Background: an optimization exercise with open tools, aiming at small area and a short achievable clock period. Do not read the settings as production practice. The RTL was checked by simulation tests, not by an equivalence proof against the original design. No activity file was given, so power comes from the tool's default toggle rates.

==> fjord: inputs <==
==> flow/design.v <==
module multicycle_datapath (
   input  logic        clk,
   input  logic        rst,
   input  logic        IorD,
   input  logic        ALUSrcA,
   input  logic [1:0]  ALUSrcB,
   input  logic [1:0]  PCSrc,
   input  logic        IRWrite,
   input  logic        PCWrite,
   input  logic        MemWrite,
   input  logic        RegDst,
   input  logic        MemtoReg,
   input  logic        RegWrite,
   input  logic        Branch,
   input  logic [1:0]  ALUOp,
   input  logic [31:0] RD,
   output logic [5:0]  OP,
   output logic [5:0]  Funct,
   output logic [31:0] ADR,
   output logic [31:0] WD,
   output logic        WE,
   output logic [31:0] outputPC,
   output logic        PCEn,
   output logic        Zero
);
   logic [31:0] pc_q, instr_q, data_q, a_q, b_q, alu_out_q;
   logic [31:1][31:0] rf_q;
   logic [4:0]  rs, rt, a3;
   logic [31:0] wbus;
   logic [31:1] we, hold, sel_a, sel_b;
   assign rs   = instr_q[25:21];
   assign rt   = instr_q[20:16];
   assign a3   = RegDst ? instr_q[15:11] : instr_q[20:16];
   assign wbus = {32{rst}} & (MemtoReg ? data_q : alu_out_q);
   always_comb begin
      for (int r = 1; r < 32; r++) begin
         we[r]    = (RegWrite && a3 == r[4:0]) || !rst;
         hold[r]  = rst && !(RegWrite && a3 == r[4:0]);
         sel_a[r] = rst && rs == r[4:0];
         sel_b[r] = rst && rt == r[4:0];
      end
   end
   always_ff @(posedge clk) begin
      for (int r = 1; r < 32; r++)
         rf_q[r] <= ({32{we[r]}} & wbus) | ({32{hold[r]}} & rf_q[r]);
   end
   logic [31:0] a_d, b_d;
   always_comb begin
      a_d = '0;
      b_d = '0;
      for (int r = 1; r < 32; r++) begin
         a_d = a_d | ({32{sel_a[r]}} & rf_q[r]);
         b_d = b_d | ({32{sel_b[r]}} & rf_q[r]);
      end
   end
   logic [31:0] sign_imm, src_a, src_b, sum, alu_result, pc_next;
   logic        op_add, op_sub, op_and, op_or, op_slt;
   logic        f_sub, f_and, f_or, f_slt;
   assign sign_imm = {{16{instr_q[15]}}, instr_q[15:0]};
   assign src_a    = ALUSrcA ? a_q : pc_q;
   always_comb begin
      case (ALUSrcB)
         2'b00:   src_b = b_q;
         2'b01:   src_b = 32'd4;
         2'b10:   src_b = sign_imm;
         default: src_b = {sign_imm[29:0], 2'b00};
      endcase
   end
   assign f_sub = instr_q[5:0] == 6'b100010;
   assign f_and = instr_q[5:0] == 6'b100100;
   assign f_or  = instr_q[5:0] == 6'b100101;
   assign f_slt = instr_q[5:0] == 6'b101010;
   assign op_sub = (ALUOp == 2'b01) || (ALUOp == 2'b10 && f_sub);
   assign op_and = (ALUOp == 2'b10 && f_and);
   assign op_or  = (ALUOp == 2'b11) || (ALUOp == 2'b10 && f_or);
   assign op_slt = (ALUOp == 2'b10 && f_slt);
   assign op_add = !(op_sub || op_and || op_or || op_slt);
   logic [31:0] x, o, n;
   logic        lt;
   assign x   = src_a ^ src_b;
   assign o   = src_a | src_b;
   assign n   = src_a & src_b;
   assign sum = src_a + (src_b ^ {32{op_sub}}) + {31'd0, op_sub};
   assign lt  = (src_a[31] ^ src_b[31]) ? src_a[31] : (src_a[30:0] < src_b[30:0]);
   always_comb begin
      alu_result = sum;
      if (op_and) alu_result = n;
      if (op_or)  alu_result = o;
      if (op_slt) alu_result = {31'd0, lt};
   end
   logic z_add, z_sub, z_and, z_or;
   assign z_add = ~|(x ^ {o[30:0], 1'b0});
   assign z_sub = ~|x;
   assign z_and = ~|n;
   assign z_or  = ~|o;
   logic zero, pc_en;
   always_comb begin
      case (ALUOp)
         2'b00:   zero = z_add;
         2'b01:   zero = z_sub;
         2'b11:   zero = z_or;
         default: zero = f_sub ? z_sub : f_and ? z_and : f_or ? z_or : f_slt ? !lt : z_add;
      endcase
   end
   assign pc_en   = PCWrite | (Branch & zero);
   assign pc_next = (PCSrc == 2'b01) ? alu_out_q : alu_result;
   always_ff @(posedge clk) begin
      if (!rst) begin
         pc_q      <= '0;
         instr_q   <= '0;
         data_q    <= '0;
         a_q       <= '0;
         b_q       <= '0;
         alu_out_q <= '0;
      end else begin
         if (pc_en)   pc_q    <= pc_next;
         if (IRWrite) instr_q <= RD;
         data_q    <= RD;
         a_q       <= a_d;
         b_q       <= b_d;
         alu_out_q <= alu_result;
      end
   end
   assign OP       = instr_q[31:26];
   assign Funct    = instr_q[5:0];
   assign ADR      = IorD ? alu_out_q : pc_q;
   assign WD       = b_q;
   assign WE       = MemWrite;
   assign outputPC = pc_q;
   assign PCEn     = pc_en;
   assign Zero     = zero;
endmodule
==> flow/run.sh <==
#!/bin/bash
# synth_recipe.tcl (not shown) runs the flow's synth.tcl, then flattens the netlist and writes it again
# the make line also repeats each setting of config.mk as NAME=value (left out here)
make -C /OpenROAD-flow-scripts/flow DESIGN_CONFIG=/design/flow/config.mk WORK_HOME=/design/flow/orfs CLKGATE_MAP_FILE= SYNTH_SCRIPT=/design/flow/synth_recipe.tcl finish
==> flow/config.mk <==
export PLATFORM = sky130hd
export DESIGN_NAME = multicycle_datapath
export DESIGN_NICKNAME = multicycle_datapath
export VERILOG_FILES = /design/flow/design.v
export SDC_FILE = /design/flow/constraint.sdc
export NUM_CORES = 4
export LEC_CHECK = 0
export ABC_CLOCK_PERIOD_IN_PS = 2500
export CAP_MARGIN = 20
export CORE_MARGIN = 2
export CORE_UTILIZATION = 40
export SETUP_SLACK_MARGIN = 2.5
export SLEW_MARGIN = 20
==> flow/constraint.sdc <==
create_clock -name core_clock -period 7.5 [get_ports {clk}]
set_input_delay 1.5000 -clock core_clock [delete_from_list [all_inputs] [get_ports {clk}]]
set_output_delay 1.5000 -clock core_clock [all_outputs]
set_load 0.01 [all_outputs]
==> inputs of xenon, as changes to fjord <==
--- a/flow/design.v
+++ b/flow/design.v
@@ -88,20 +88,13 @@
       if (op_or)  alu_result = o;
       if (op_slt) alu_result = {31'd0, lt};
    end
-   logic z_add, z_sub, z_and, z_or;
-   assign z_add = ~|(x ^ {o[30:0], 1'b0});
-   assign z_sub = ~|x;
-   assign z_and = ~|n;
-   assign z_or  = ~|o;
-   logic zero, pc_en;
-   always_comb begin
-      case (ALUOp)
-         2'b00:   zero = z_add;
-         2'b01:   zero = z_sub;
-         2'b11:   zero = z_or;
-         default: zero = f_sub ? z_sub : f_and ? z_and : f_or ? z_or : f_slt ? !lt : z_add;
-      endcase
-   end
+   logic [31:0] e;
+   logic        zero, pc_en;
+   assign e    = ~(({32{op_add}} & (x ^ {o[30:0], 1'b0})) |
+                   ({32{op_sub}} & x) |
+                   ({32{op_or}}  & o) |
+                   ({32{op_and}} & n));
+   assign zero = (&e) & ~(op_slt & lt);
    assign pc_en   = PCWrite | (Branch & zero);
    assign pc_next = (PCSrc == 2'b01) ? alu_out_q : alu_result;
    always_ff @(posedge clk) begin
--- a/flow/config.mk
+++ b/flow/config.mk
@@ -5,9 +5,10 @@
 export SDC_FILE = /design/flow/constraint.sdc
 export NUM_CORES = 4
 export LEC_CHECK = 0
-export ABC_CLOCK_PERIOD_IN_PS = 2500
 export CAP_MARGIN = 20
 export CORE_MARGIN = 2
 export CORE_UTILIZATION = 40
-export SETUP_SLACK_MARGIN = 2.5
+export CTS_CLUSTER_DIAMETER = 80
+export CTS_CLUSTER_SIZE = 25
+export SETUP_SLACK_MARGIN = 2.6
 export SLEW_MARGIN = 20
==> notes <==
xenon produced a clean layout. fjord went through all stages and came out clean.
Flip-flop and latch count is the same in fjord and xenon.
Sequential power is about the same in fjord and xenon.
Between xenon and fjord, the lower design area is in xenon (gap about 4.4%, measured against fjord).
In fjord the critical path depth is higher than in xenon, by 2.

-- static timing again, ports no longer ideal --
Ports are ideal in the flow. The routed layouts listed here were re-timed in OpenROAD. Step 1: set_driving_cell puts a clkbuf_16 on clk and a buf_2 on each other input, an assumption about the parent block. Step 2 adds t to the input delays and takes it off the output delays; t is the mean of the earliest and latest rising clock arrival at the registers after step 1. Input paths then give back, and output paths get back, about the clock's delay inside the block. Three values: ideal, step 1, step 2; two values: the first two.
run | t, ns | setup slack, ns | clock arrival spread, ns | slew at the worst register clock pin (ns) | worst slew at a driven data input, ns
fjord | 0.847 | 1.199 / 1.164 / 1.164 | 0.048 / 0.048 | 0.07 / 0.07 | 0.10
xenon | 0.825 | 1.556 / 1.484 / 1.484 | 0.061 / 0.060 | 0.11 / 0.11 | 0.12
After both steps setup and hold are still met in every run listed. For xenon, which loses most, drivers alone change the setup slack by -0.072 ns; drivers and shift together by -0.072 ns.
